Background: an optimization exercise with open tools, aiming at small area. Do not read the settings as production practice. The RTL was checked by simulation tests, not by an equivalence proof against the original design. Power is estimated from default activity; no workload was simulated.

===== flow/flow/run.sh =====
#!/bin/bash
# Own layout flow: the standard flow (standard.sh, unchanged synthesis) with two
# placement/CTS arguments changed:
#  - port buffers use the smallest buffer cell (buf_1) instead of the tool's default pick;
#  - CTS builds its tree without dummy loads, from clkbuf_8 leaf clusters.
# Everything else, including config.mk's settings in config.mk, is the standard flow.
set -euo pipefail
here=$(pwd)
{
  echo ""
  echo "export BUFFER_PORTS_ARGS = -buffer_cell sky130_fd_sc_hd__buf_1"
  echo "export CTS_ARGS = -sink_clustering_enable -repair_clock_nets -dont_use_dummy_load -buf_list sky130_fd_sc_hd__clkbuf_8 -sink_clustering_size 16 -sink_clustering_max_diameter 50"
} >> "$here/config.mk"
bash "$here/standard.sh" > "$here/standard_flow.log" 2>&1

===== flow/standard.sh =====
#!/bin/bash
# synth_recipe.tcl (not shown) runs the flow's synth.tcl, then flattens the netlist and writes it again
# the make line also repeats each setting of config.mk as NAME=value (left out here)
make -C /OpenROAD-flow-scripts/flow DESIGN_CONFIG=/design/flow/config.mk WORK_HOME=/design/flow/orfs CLKGATE_MAP_FILE= SYNTH_SCRIPT=/design/flow/synth_recipe.tcl "${@:-finish}"

===== flow/config.mk =====
export PLATFORM = sky130hd
export DESIGN_NAME = jesd204_tx_src_fifo
export DESIGN_NICKNAME = jesd204_tx_src_fifo
export VERILOG_FILES = /design/flow/design.v
export SDC_FILE = /design/flow/constraint.sdc
export NUM_CORES = 4
export LEC_CHECK = 0
export CAP_MARGIN = 0
export CORE_MARGIN = 2
export CORE_UTILIZATION = 60
export SLEW_MARGIN = 0
export SYNTH_HIERARCHICAL = 1

export BUFFER_PORTS_ARGS = -buffer_cell sky130_fd_sc_hd__buf_1
export CTS_ARGS = -sink_clustering_enable -repair_clock_nets -dont_use_dummy_load -buf_list sky130_fd_sc_hd__clkbuf_8 -sink_clustering_size 16 -sink_clustering_max_diameter 50

===== flow/constraint.sdc =====
create_clock -name core_clock -period 5.0 [get_ports {CLK}]
set_input_delay 1.0000 -clock core_clock [delete_from_list [all_inputs] [get_ports {CLK}]]
set_output_delay 1.0000 -clock core_clock [all_outputs]
set_load 0.01 [all_outputs]

===== flow/design.v =====
package jesd204_tx_pkg;
   typedef logic [31:0] lane_word_t;
   typedef enum logic [1:0] {
      IDLE,
      PRIME,
      RUN
   } src_fifo_state_t;
endpackage
module jesd204_tx_sdpram #(
   parameter int unsigned Lanes = 4,
   parameter int unsigned Rows  = 16
) (
   input  logic                       clk_i,
   input  logic [Rows-1:0]            wr_row_i,
   input  logic [Rows-1:0]            hold_row_i,
   input  jesd204_tx_pkg::lane_word_t [Lanes-1:0]     wr_data_i,
   input  logic [Rows-1:0]            rd_row_i,
   output jesd204_tx_pkg::lane_word_t [Lanes-1:0]     rd_data_o
);
   localparam int unsigned W = Lanes * 32;
   logic [Rows-1:0][W-1:0] mem_q;
   logic [W-1:0]           wr_bits;
   logic [W-1:0]           rd_bits;
   assign wr_bits = wr_data_i;
   for (genvar i = 0; i < Rows; i++) begin : g_row
      always_ff @(posedge clk_i) begin
         mem_q[i] <= (wr_bits  & {W{wr_row_i[i]}})
                   | (mem_q[i] & {W{hold_row_i[i]}});
      end
   end
   localparam int unsigned G = (Rows + 2) / 3;
   for (genvar b = 0; b < W; b++) begin : g_rd
      logic [G-1:0] grp_n;
      for (genvar g = 0; g < G; g++) begin : g_grp
         logic [2:0] sel, dat;
         for (genvar k = 0; k < 3; k++) begin : g_k
            if (3 * g + k < Rows) begin : g_on
               assign sel[k] = rd_row_i[3 * g + k];
               assign dat[k] = mem_q[3 * g + k][b];
            end else begin : g_off
               assign sel[k] = 1'b0;
               assign dat[k] = 1'b0;
            end
         end
         jesd204_tx_aoi3 u_aoi (
            .sel_i (sel),
            .dat_i (dat),
            .y_no  (grp_n[g])
         );
      end
      assign rd_bits[b] = ~&grp_n;
   end
   assign rd_data_o = rd_bits;
endmodule
module jesd204_tx_aoi3 (
   input  logic [2:0] sel_i,
   input  logic [2:0] dat_i,
   output logic       y_no
);
   assign y_no = ~|(sel_i & dat_i);
endmodule
module jesd204_tx_src_fifo #(
   parameter int unsigned LANES  = 4,
   parameter int unsigned DEPTH  = 16,
   parameter int unsigned THRESH = 8
) (
   input  logic                       CLK,
   input  logic                       RST_n,
   input  logic                       S_VALID,
   output logic                       S_READY,
   input  jesd204_tx_pkg::lane_word_t [LANES-1:0]     S_DATA,
   input  logic                       RDY,
   output jesd204_tx_pkg::lane_word_t [LANES-1:0]     DI,
   output logic [$clog2(DEPTH):0]     LEVEL,
   output logic                       UNDERFLOW,
   input  logic                       CLR_ERR
);
   localparam int unsigned PW   = $clog2(DEPTH) + 1;
   localparam int unsigned ROWS = (THRESH + 1 < DEPTH) ? THRESH + 1 : DEPTH;
   localparam int unsigned MAXL = (THRESH + 1 < DEPTH) ? THRESH + 1 : DEPTH;
   localparam int unsigned LW   = $clog2(MAXL + 1);
   jesd204_tx_pkg::src_fifo_state_t state_q, state_d;
   logic [LW-1:0]   level_q, level_d;
   logic [ROWS-1:0] wr_oh_q, wr_oh_d;      
   logic [ROWS-1:0] rd_oh_q, rd_oh_d;      
   logic            popped_q;              
   logic [ROWS-1:0] di_row;                
   logic            underflow_q, underflow_d;
   logic            full, empty, push, wr_en, pop, flush, uf_set, reach;
   logic [ROWS-1:0] wr_row, hold_row;
   assign full  = (LW'(DEPTH) == level_q) && (DEPTH <= MAXL);
   assign empty = (level_q == '0);
   assign S_READY = !full || (state_q == jesd204_tx_pkg::IDLE);
   assign push    = S_VALID && S_READY;
   assign wr_en   = push && !flush;
   assign LEVEL   = PW'(level_q);
   assign reach = ({1'b0, level_q} + (LW + 1)'(push)) >= (LW + 1)'(THRESH);
   always_comb begin
      state_d = state_q;
      pop     = 1'b0;
      flush   = 1'b0;
      uf_set  = 1'b0;
      unique case (state_q)
         jesd204_tx_pkg::IDLE: begin
            flush = 1'b1;
            state_d = jesd204_tx_pkg::PRIME;
         end
         jesd204_tx_pkg::PRIME: begin
            if (reach) begin
               state_d = jesd204_tx_pkg::RUN;
            end
         end
         jesd204_tx_pkg::RUN: begin
            if (empty) begin
               uf_set  = 1'b1;
               state_d = jesd204_tx_pkg::PRIME;
            end else begin
               pop = 1'b1;
            end
         end
         default: state_d = jesd204_tx_pkg::IDLE;
      endcase
      if (!RDY) begin
         state_d = jesd204_tx_pkg::IDLE;
         pop     = 1'b0;
         uf_set  = 1'b0;
      end
   end
   always_comb begin
      level_d = level_q;
      wr_oh_d = wr_oh_q;
      rd_oh_d = rd_oh_q;
      if (flush) begin
         level_d = '0;
         rd_oh_d = wr_oh_q;
      end else begin
         if (wr_en) begin
            wr_oh_d = {wr_oh_q[ROWS-2:0], wr_oh_q[ROWS-1]};
         end
         if (pop) begin
            rd_oh_d = {rd_oh_q[ROWS-2:0], rd_oh_q[ROWS-1]};
         end
         level_d = level_q + LW'(wr_en) - LW'(pop);
      end
   end
   assign underflow_d = uf_set || (underflow_q && !CLR_ERR);
   always_ff @(posedge CLK or negedge RST_n) begin
      if (!RST_n) begin
         state_q     <= jesd204_tx_pkg::IDLE;
         level_q     <= '0;
         wr_oh_q     <= ROWS'(1);
         rd_oh_q     <= ROWS'(1);
         popped_q    <= 1'b0;
         underflow_q <= 1'b0;
      end else begin
         state_q     <= state_d;
         level_q     <= level_d;
         wr_oh_q     <= wr_oh_d;
         rd_oh_q     <= rd_oh_d;
         popped_q    <= pop;
         underflow_q <= underflow_d;
      end
   end
   assign UNDERFLOW = underflow_q;
   for (genvar i = 0; i < ROWS; i++) begin : g_row
      assign wr_row[i]   = wr_en && wr_oh_q[i];
      assign hold_row[i] = !wr_oh_q[i] || full;
   end
   assign di_row = {ROWS{popped_q}} & {rd_oh_q[0], rd_oh_q[ROWS-1:1]};
   jesd204_tx_sdpram #(
      .Lanes (LANES),
      .Rows  (ROWS)
   ) u_ram (
      .clk_i      (CLK),
      .wr_row_i   (wr_row),
      .hold_row_i (hold_row),
      .wr_data_i  (S_DATA),
      .rd_row_i   (di_row),
      .rd_data_o  (DI)
   );
endmodule

==> results of run 1 <==
-- sequential cells by signal, indices dropped and copies added (netlist names) --
signal / count
underflow_q: 1
u_ram.mem_q: 1152
popped_q: 1
level_q: 4
rd_oh_q: 9
state_q: 2
wr_oh_q: 9
-- power by group --
part | leakage (nW) | internal, mW | switching [mW]
combinational | 5.94 | 0.121 | 0.284
clock | 0.755 | 1.87 | 2.99
sequential | 9.62 | 9.40 | 0.0518
total | 16.3 | 11.4 | 3.33
-- metal layers --
layer	vias up	global-route usage, %
met5	-	0
met4	20	14.00
met3	341	9.047
met2	2513	57.53
met1	16910	51.55
li1	13840	-
-- worst paths after layout --
kind / from / endpoint / slack (ns) / cells after the start
worst max-delay path: popped_q / DI[2] / 0.72 / 5
worst min-delay path: RST_n / state_q[1] / 0.23 / 2
worst max register to register: state_q[1] / u_ram.mem_q[1056] / 1.91 / 4
worst min register to register: u_ram.mem_q[1120] / u_ram.mem_q[1120] / 0.47 / 1
max in group asynchronous: RST_n / wr_oh_q[6] / 4.46 / 2
min in group core_clock: CLR_ERR / underflow_q / 0.44 / 2
-- placed cells by master, fill, tap and decap left out, types with 10 or more instances in the layout --
| master | count |
|---|---|
| a22o_1 | 1152 |
| dfxtp_1 | 1152 |
| a222oi_1 | 384 |
| buf_1 | 265 |
| nand3_1 | 128 |
| clkbuf_8 | 105 |
| buf_4 | 43 |
| dfrtp_1 | 24 |
| o21ai_0 | 19 |
| buf_12 | 19 |
| diode_2 | 14 |
| a21o_1 | 10 |
-- worst reg2reg max path: cells and delay by family (launching register included) --
kind / cells / cell delay, ns
DFF: 1 / 0.71
AOI/OAI and AO/OA: 1 / 0.26
buffers and inverters: 1 / 0.60
and+or+nand+nor: 2 / 1.42
-- Yosys stat by module (local to each module, per instance), a selection --
module               cell area, µm²  cells
jesd204_tx_src_fifo            1461    143
jesd204_tx_aoi3               10.01      1
-- area by class of cell --
cell class / instances / area [µm²]
Multi-Input combinational cell: 1757 / 15350
Tap cell: 931 / 1165
Clock buffer: 105 / 1445
Inverter: 17 / 108.9
Sequential cell: 1178 / 23720
Antenna cell: 14 / 35.03
Timing Repair Buffer: 327 / 1698
Fill cell: 5359 / 25070
-- cell families (layout without fill, tap and decap cells) --
| kind of cell | Yosys count | in the layout | share of synthesized area (%) |
|---|---|---|---|
| xor gates and xnor gates | 1 | 1 | 0.02108 |
| other | 2 | 16 | 0.01807 |
| muxes | 9 | 9 | 0.2439 |
| and+or+nand+nor | 163 | 163 | 2.068 |
| buffers and inverters | 404 | 449 | 6.157 |
| adders and majority gates | 10 | 10 | 0.3191 |
| DFF | 1178 | 1178 | 57.07 |
| AOI/OAI and AO/OA | 1572 | 1572 | 34.11 |
-- through the flow --
stage          setup WS [ns]  hold slack [ns]  power, mW
3_5_place_dp           1.633           0.4530      10.06
6_report              0.7208           0.2273      14.71
5_1_grt               0.6467           0.2395      15.13
4_1_cts               0.8087           0.2052      14.72
2_1_floorplan         0.7622           0.4383      9.945
3_3_place_gp           1.635           0.4514      10.04
==> impl_metrics.yaml, run 1 <==
floorplanning:
  num_rows: 96
  die_w_um: 267.2
  chipHeight_um: 267.2
  start_util_pct: 60.59
  coreArea_um2: 68590
  die_area_um2: 71380
  ioPinCount: 268
yosys:
  ys_types: 36
  async_reset_ff_share_pct: 2.207
  synth-seq-cells: 1178
  synth_nets: 3482
  synthTopCellsByCount: "a22o_1 (1152), dfxtp_1 (1152), a222oi_1 (384), nand3_1 (128), buf_2 (122)"
  syn_area_um2: 41560
  yosys-top-cells-area: "dfxtp_1 (55%), a22o_1 (24%), a222oi_1 (9.2%)"
  yosysSeqAreaShare_pct: 57.07
  syn_area_per_cell_um2: 12.45
  synth_warnings: 8
  synth_top_area_share_pct: 55.49
  yosysTopAreaCell: "dfxtp_1"
  synth_edf_count: 0
  synthCells: 3339
  ys.flop_type: "dfxtp_1"
cells_and_area:
  final_cells: 4329
  area_delta_synth_final_pct: 4.718
  final_nets: 3529
  fin_util_pct: 63.45
  post-route-cell-area_um2: 43520
  drive_gt1_share_pct: 6.206
job:
  cap_viol_max_count: 0
global_routing:
  track_usage_pct: 37.56
  overflow: 0
  grt_antenna_before_repair: 22
  grt_pass1_wl_um: 207700
  grt_max_degree: 95
  grt_pass1_vias: 33070
placement:
  place_area_um2: 42040
  place_congestion: 0.8393
  port_buffers: 265
  dp_hpwl_um: 70190
  placedCellCount: 4210
route:
  drt_iter0_markers: 6337
  vias_per_cell: 7.766
  dr.pass1.iters: 8
  drt_wl_total_um: 140200
  wl_met1_um: 55610
  drc_errors: 0
  met3_length_um: 17100
  wl_met2_um: 62800
  ant_nets: 0
  vias: 33620
  route.top_layer_used: "met5"
  wl_per_cell_um: 32.39
clocking:
  post_cts_buffers: 0
  clock_path_buffers: 3
  cts-root-buf: "clkbuf_8"
  clk_pin_slew_ns: 0.10
  cts_inserted_buffers: 105
  clkLatencyLatePin_ns: 0.75
  cts.repair.resized: 0
  ctsHoldBuffers: 0
  cts_htree_levels: 3
  cts.sinks: 1178
  cts_tree: "built"
worst_setup_path:
  cp-end-kind: "primary output"
  cp_max_fo: 59
  start_kind: "register"
  cp_slowest_stage_delay_ns: 0.93
  crit_arrival_ns: 3.28
  required_ns: 4.00
  crit_family: "simple AND/OR/NAND/NOR gates"
  critPathKind: "register to primary output"
  path_buf_inv: 2
  critPathSlowestCell: "and2_4"
  path_cells: "and2_4 -> buf_4 -> a222oi_1 -> nand3_1 -> buf_1"
power_and_ir_drop:
  pwr_density_cell_nw_per_um2: 338.0
  max-vdd-ir-drop_uv: 318.5
  p_leak_nw: 16.32
sta:
  slew_viol_final: 0
  rsz0062_at_grt: "false"
  slew_headroom_pct: 24.52
  fin_crit_ns: 4.279
  fin_tns_setup_ns: 0
  finalHoldViolCount: 0
  post-route-period-util_pct: 85.58
  worst_slew_pin_slew_ns: 1.132
  setup_viol: 0
  fmax_ghz: 0.2337
  clock_skew_ns: 0.06778
min_path:
  hp-class: "primary input to asynchronous set/reset pin"
run_status:
  run_status: "complete, no violations"
==> run 2, diff against run 1 <==
==> flow/flow/run.sh (replaced) <==
#!/bin/bash
# Own layout flow: the standard flow (standard.sh, unchanged synthesis) with two
# placement/CTS arguments changed:
#  - port buffers use the smallest buffer cell (buf_1) instead of the tool's default pick;
#  - CTS builds its tree without dummy loads, from clkbuf_16 leaf clusters.
# Everything else, including config.mk's settings in config.mk, is the standard flow.
set -euo pipefail
here=$(pwd)
{
  echo ""
  echo "export BUFFER_PORTS_ARGS = -buffer_cell sky130_fd_sc_hd__buf_1"
  echo "export CTS_ARGS = -sink_clustering_enable -repair_clock_nets -dont_use_dummy_load -buf_list sky130_fd_sc_hd__clkbuf_16 -sink_clustering_size 28 -sink_clustering_max_diameter 75"
} >> "$here/config.mk"
bash "$here/standard.sh" > "$here/standard_flow.log" 2>&1
==> flow/config.mk (replaced) <==
export PLATFORM = sky130hd
export DESIGN_NAME = jesd204_tx_src_fifo
export DESIGN_NICKNAME = jesd204_tx_src_fifo
export VERILOG_FILES = /design/flow/design.v
export SDC_FILE = /design/flow/constraint.sdc
export NUM_CORES = 4
export LEC_CHECK = 0
export CAP_MARGIN = 0
export CORE_MARGIN = 2
export CORE_UTILIZATION = 50
export SLEW_MARGIN = 0
export SYNTH_HIERARCHICAL = 1

export BUFFER_PORTS_ARGS = -buffer_cell sky130_fd_sc_hd__buf_1
export CTS_ARGS = -sink_clustering_enable -repair_clock_nets -dont_use_dummy_load -buf_list sky130_fd_sc_hd__clkbuf_16 -sink_clustering_size 28 -sink_clustering_max_diameter 75
==> impl_metrics.yaml, run 2 <==
run_status:
  run_status: "complete, no violations"
cells_and_area:
  area_delta_synth_final_pct: 4.670
  fillCellCount: 6944
  final_cells: 4410
  final_cell_mix: "a22o_1 (1152), dfxtp_1 (1152), a222oi_1 (384)"
  largest-register: "u_ram.mem_q"
  largest_reg_flops: 1152
  reg.largest.list: "u_ram.mem_q (1152), rd_oh_q (9), wr_oh_q (9)"
  final_nets: 3470
  drive_gt1_share_pct: 4.541
route:
  wl_per_cell_um: 32.45
  drt_iter0_markers: 5766
  ant_nets: 0
  dr.pass1.iters: 10
  vias: 33000
  vias_per_cell: 7.482
  drc_errors: 0
  drt_wl_total_um: 143100
sta:
  whs_ns: 0.3458
  clock_skew_ns: 0.04052
  rsz0062_at_grt: "false"
  fin_tns_setup_ns: 0
  setup_ws_ns: 0.8322
  fin_crit_ns: 4.168
  fmax_ghz: 0.2399
  slew_headroom_pct: 19.09
  post-route-period-util_pct: 83.36
  finalHoldViolCount: 0
  worst_slew_pin_slew_ns: 1.214
  slew_viol_final: 0
  setup_viol: 0
global_routing:
  grt_pass1_vias: 32930
  grt_pass1_wl_um: 213900
  grt_antenna_before_repair: 18
  met2_usage_pct: 50.20
  met1_usage_pct: 45.05
  track_usage_pct: 31.97
  grt_max_degree: 129
  overflow: 0
  met3_usage_pct: 4.826
  grt_busiest_layer: "met2"
floorplanning:
  die_w_um: 292.3
  die_area_um2: 85440
  num_rows: 105
  coreArea_um2: 82240
  ioPinCount: 268
  chipHeight_um: 292.3
  start_util_pct: 50.53
min_path:
  hp-class: "primary input to asynchronous set/reset pin"
clocking:
  ctsHoldBuffers: 0
  clk_pin_slew_ns: 0.10
  clkLatencyLatePin_ns: 0.65
  cts_tree: "built"
  cts_inserted_buffers: 53
  cts_htree_levels: 2
  clock_path_buffers: 3
  cts.repair.resized: 0
  cts.sinks: 1178
  post_cts_buffers: 0
  cts-root-buf: "clkbuf_16"
yosys:
  ys_types: 36
  syn_area_per_cell_um2: 12.45
  synth_warnings: 8
  synth_nets: 3482
  synth-simple-area-share_pct: 2.068
  synth-seq-cells: 1178
  ys.flop_type: "dfxtp_1"
  synth_top_family_by_area: "compound AO/OA/AOI/OAI gates"
  synth.mux.area_fraction_pct: 0.2439
  yosysTopAreaCell: "dfxtp_1"
  syn_area_um2: 41560
  yosys-top-cells-area: "dfxtp_1 (55%), a22o_1 (24%), a222oi_1 (9.2%)"
  synthAdderAreaFrac_pct: 0.3191
  async_reset_ff_share_pct: 2.207
  synth_top_area_share_pct: 55.49
  synthXorXnorAreaFrac_pct: 0.02108
  synthCells: 3339
  synth_compound_area_share_pct: 34.11
  synth_edf_count: 0
  synthTopCellsByCount: "a22o_1 (1152), dfxtp_1 (1152), a222oi_1 (384), nand3_1 (128), buf_2 (122)"
  yosysSeqAreaShare_pct: 57.07
power_and_ir_drop:
  p_leak_nw: 16.18
  pwr_density_cell_nw_per_um2: 337.6
  max-vdd-ir-drop_uv: 260.5
worst_setup_path:
  critPathKind: "register to primary output"
  r2r_start: "state_q[1]"
  cp_max_fo: 56
  crit_arrival_ns: 3.17
  required_ns: 4.00
  start_kind: "register"
  crit_start: "popped_q"
  cp-end-kind: "primary output"
placement:
  pre_cts_ws_ns: 1.561
  port_buffers: 265
  placedCellCount: 4342
  dp_hpwl_um: 70810
  place_congestion: 0.7834
job:
  cap_viol_max_count: 0
==> run 2: cell counts after synthesis <==
No cell type changed its count.
==> run 2: worst paths after layout <==
| kind | endpoint | slack [ns] | cells past startpoint |
|---|---|---|---|
| max | DI[79] | 0.83 | 5 |
| min | level_q[3] | 0.35 | 2 |
| max reg2reg | u_ram.mem_q[199] | 2.07 | 4 |
| min reg2reg | u_ram.mem_q[1036] | 0.48 | 1 |
| max in group asynchronous | wr_oh_q[0] | 4.32 | 2 |
| min in group core_clock | u_ram.mem_q[1036] | 0.48 | 1 |
==> run 2: Yosys stat by module, one instance, submodules excluded, excerpt <==
module               copies in the design  cells inside  cell area, µm²  flops+latches
jesd204_tx_src_fifo                     1           143            1461             26
jesd204_tx_aoi3                       384             1           10.01              0
==> run 2: logic make-up (layout without fill, tap and decap cells) <==
group                    Yosys count  after routing
AO/OA/AOI/OAI                   1572           1572
XOR/XNOR                           1              1
AND/OR/NAND/NOR                  163            163
flip-flops                      1178           1178
buffers and inverters            404            390
multiplexers                       9              9
other                              2             17
adder cells (fa/ha/maj)           10             10
==> run 2: area by class of cell <==
cell class | count | area, µm² | share of cell area [%]
Antenna cell | 15 | 37.54 | 0.08629
Inverter | 17 | 108.9 | 0.2503
Sequential cell | 1178 | 23720 | 54.52
Clock buffer | 53 | 1326 | 3.049
Multi-Input combinational cell | 1757 | 15350 | 35.29
Timing Repair Buffer | 320 | 1620 | 3.725
Tap cell | 1070 | 1339 | 3.078
==> run 2: stage by stage <==
stage          power [mW]  utilization [%]  area [µm²]
2_1_floorplan       9.945                -       41560
4_1_cts             14.75            52.85       43460
3_5_place_dp        10.07            51.23       42130
5_1_grt             15.12            52.87       43480
6_report            14.68            52.89       43500
3_3_place_gp        10.05            51.23       42130
==> run 2: critical path, cell delays in order, from the launching register on <==
cell      delay [ns]
dfrtp_1         0.53
and2_4          0.91
buf_4           0.48
a222oi_1        0.18
nand3_1         0.23
buf_1           0.18
==> run 2: metal layers <==
metal	routed length [µm]	part of all wire (%)	vias to the layer above
li1	-	-	13740
met1	60520	42	16830
met2	64650	45	2152
met3	13980	9.8	264
met4	3861	2.7	16
met5	99	0.069	-
==> run 2: where the power goes <==
part	internal, mW	total (mW)	switching, mW	leakage (nW)
Combinational	0.121	0.417	0.296	5.90
Clock	1.90	4.82	2.92	0.653
Sequential	9.40	9.45	0.0548	9.62
==> run 3, diff against run 2 <==
--- a/flow/config.mk
+++ b/flow/config.mk
@@ -8,5 +8,5 @@
 export CAP_MARGIN = 0
 export CORE_MARGIN = 2
-export CORE_UTILIZATION = 50
+export CORE_UTILIZATION = 60
 export SLEW_MARGIN = 0
 export SYNTH_HIERARCHICAL = 1
==> impl_metrics.yaml, run 3 <==
clocking:
  cts.repair.resized: 0
  ctsHoldBuffers: 0
  cts_htree_levels: 2
  clock_path_buffers: 3
  cts_inserted_buffers: 51
  clkLatencyLatePin_ns: 0.65
  clk_pin_slew_ns: 0.10
  cts.sinks: 1178
  post_cts_buffers: 0
  cts_tree: "built"
  cts-root-buf: "clkbuf_16"
placement:
  port_buffers: 265
  dp_hpwl_um: 70190
  place_congestion: 0.8393
  placedCellCount: 4210
floorplanning:
  num_rows: 96
  start_util_pct: 60.59
  die_area_um2: 71380
  chipHeight_um: 267.2
  ioPinCount: 268
  die_w_um: 267.2
  coreArea_um2: 68590
power_and_ir_drop:
  p_leak_nw: 16.19
  max-vdd-ir-drop_uv: 302.4
  fin_total_pwr_mw: 14.54
  pwr_density_cell_nw_per_um2: 335.5
worst_setup_path:
  r2r_start: "state_q[1]"
  critPathKind: "register to primary output"
  crit_start: "popped_q"
  cp_max_fo: 59
  crit_arrival_ns: 3.15
  start_kind: "register"
  cp-end-kind: "primary output"
  required_ns: 4.00
route:
  wl_per_cell_um: 32.58
  vias_per_cell: 7.792
  vias: 33300
  ant_nets: 0
  dr.pass1.iters: 9
  drc_errors: 0
  drt_iter0_markers: 6272
  drt_wl_total_um: 139200
sta:
  clock_skew_ns: 0.03389
  rsz0062_at_grt: "false"
  post-route-period-util_pct: 83.02
  worst_slew_pin_slew_ns: 1.138
  fin_tns_setup_ns: 0
  finalHoldViolCount: 0
  fmax_ghz: 0.2409
  slew_viol_final: 0
  fin_crit_ns: 4.151
  setup_viol: 0
  slew_headroom_pct: 24.13
global_routing:
  track_usage_pct: 37.21
  grt_antenna_before_repair: 22
  grt_pass1_wl_um: 206300
  grt_max_degree: 95
  overflow: 0
  grt_pass1_vias: 32680
yosys:
  ys.flop_type: "dfxtp_1"
  syn_area_per_cell_um2: 12.45
  async_reset_ff_share_pct: 2.207
  synth_edf_count: 0
  synth_warnings: 8
  yosysTopAreaCell: "dfxtp_1"
  yosysSeqAreaShare_pct: 57.07
  synthTopCellsByCount: "a22o_1 (1152), dfxtp_1 (1152), a222oi_1 (384), nand3_1 (128), buf_2 (122)"
  synthCells: 3339
  synth-seq-cells: 1178
  synth_top_area_share_pct: 55.49
  synth_nets: 3482
  yosys-top-cells-area: "dfxtp_1 (55%), a22o_1 (24%), a222oi_1 (9.2%)"
  syn_area_um2: 41560
  ys_types: 36
cells_and_area:
  final_cell_mix: "a22o_1 (1152), dfxtp_1 (1152), a222oi_1 (384)"
  final_nets: 3475
  area_delta_synth_final_pct: 4.299
  reg.largest.list: "u_ram.mem_q (1152), rd_oh_q (9), wr_oh_q (9)"
  largest-register: "u_ram.mem_q"
  largest_reg_flops: 1152
  drive_gt1_share_pct: 4.685
  final_cells: 4273
job:
  cap_viol_max_count: 0
min_path:
  hp-class: "primary input to asynchronous set/reset pin"
run_status:
  run_status: "complete, no violations"
[run 3: cell counts after synthesis]
Identical to the previous run, type by type.
[run 3: critical path: stages (launching register included)]
cell      delay, ns
dfrtp_1        0.52
and2_4         0.93
buf_4          0.47
a222oi_1       0.15
nand3_1        0.13
buf_1          0.28
[run 3: final timing paths]
| kind | depth (start not counted) | end | slack [ns] |
|---|---|---|---|
| setup reg to reg | 4 | u_ram.mem_q[1071] | 1.98 |
| setup / recovery | 5 | DI[2] | 0.85 |
| min in group core_clock | 1 | u_ram.mem_q[1111] | 0.48 |
| hold / removal | 2 | underflow_q | 0.33 |
| hold reg to reg | 1 | u_ram.mem_q[1111] | 0.48 |
| max in group asynchronous | 2 | wr_oh_q[0] | 4.37 |
[run 3: cell families after synthesis]
logic type      count (synthesis)  share of synthesized area, %
xor+xnor                        1                       0.02108
fa+ha+maj                      10                        0.3191
flops                        1178                         57.07
mux                             9                        0.2439
other cells                     2                       0.01807
compound gates               1572                         34.11
buf+inv                       404                         6.157
simple gates                  163                         2.068
[run 3: Yosys stat by module (local to each module, per instance), excerpt]
module | flops+latches | cells inside | copies in the design | cell area (µm²)
jesd204_tx_src_fifo | 26 | 143 | 1 | 1461
jesd204_tx_aoi3 | 0 | 1 | 384 | 10.01
[run 3: metal layers]
layer | GRT usage (%) | part of all wire [%]
met3 | 8.680 | 13
met4 | 13.01 | 2.9
met5 | 0 | 0.10
met2 | 57.52 | 45
met1 | 51.14 | 39
[run 3: final cells by class]
class	count	area (µm²)
Antenna cell	12	30.03
Clock buffer	51	1276
Fill cell	5368	25240
Inverter	17	108.9
Multi-Input combinational cell	1757	15350
Sequential cell	1178	23720
Tap cell	931	1165
Timing Repair Buffer	327	1698
[run 3: stage by stage]
stage	hold slack, ns	utilization [%]	worst slack [ns]	instance area [µm²]
after global placement	0.4514	61.29	1.635	42040
after floorplan	0.4383	-	0.7622	41560
final	0.3282	63.20	0.8488	43340
after CTS	0.3136	63.15	0.9146	43310
after detailed placement	0.4530	61.29	1.633	42040
after global routing	0.3635	63.19	0.7718	43340
[run 3: where the power goes]
group	internal [mW]	leakage, nW	total (mW)	switching, mW
Sequential	9.40	9.62	9.45	0.0518
Clock	1.83	0.629	4.69	2.86
Combinational	0.121	5.94	0.403	0.283
Total	11.3	16.2	14.5	3.19

## re-timing with driven ports
No port has a modelled driver above. Below, the same layouts with a new extraction and two added sets of constraints. Step 1 sets driving cells, clkbuf_16 on the clock port and buf_2 on the other inputs (assumed; they add their load-dependent delay and slew). Step 2 times the ports against the registers' clock, not the clock port: input delays grow and output delays shrink by t, the midpoint of the rising clock arrivals with the driver on. a / b / c = ideal / step 1 / step 2; a / b = the first two.
run | t, ns | slack for setup (ns) | hold slack, ns
run 1 | 0.785 | 0.721 / 0.654 / 1.439 | 0.227 / 0.186 / 0.474
run 2 | 0.702 | 0.832 / 0.761 / 1.463 | 0.346 / 0.298 / 0.477
run 3 | 0.703 | 0.849 / 0.780 / 1.482 | 0.328 / 0.285 / 0.479
After both steps every run listed still meets setup and hold.
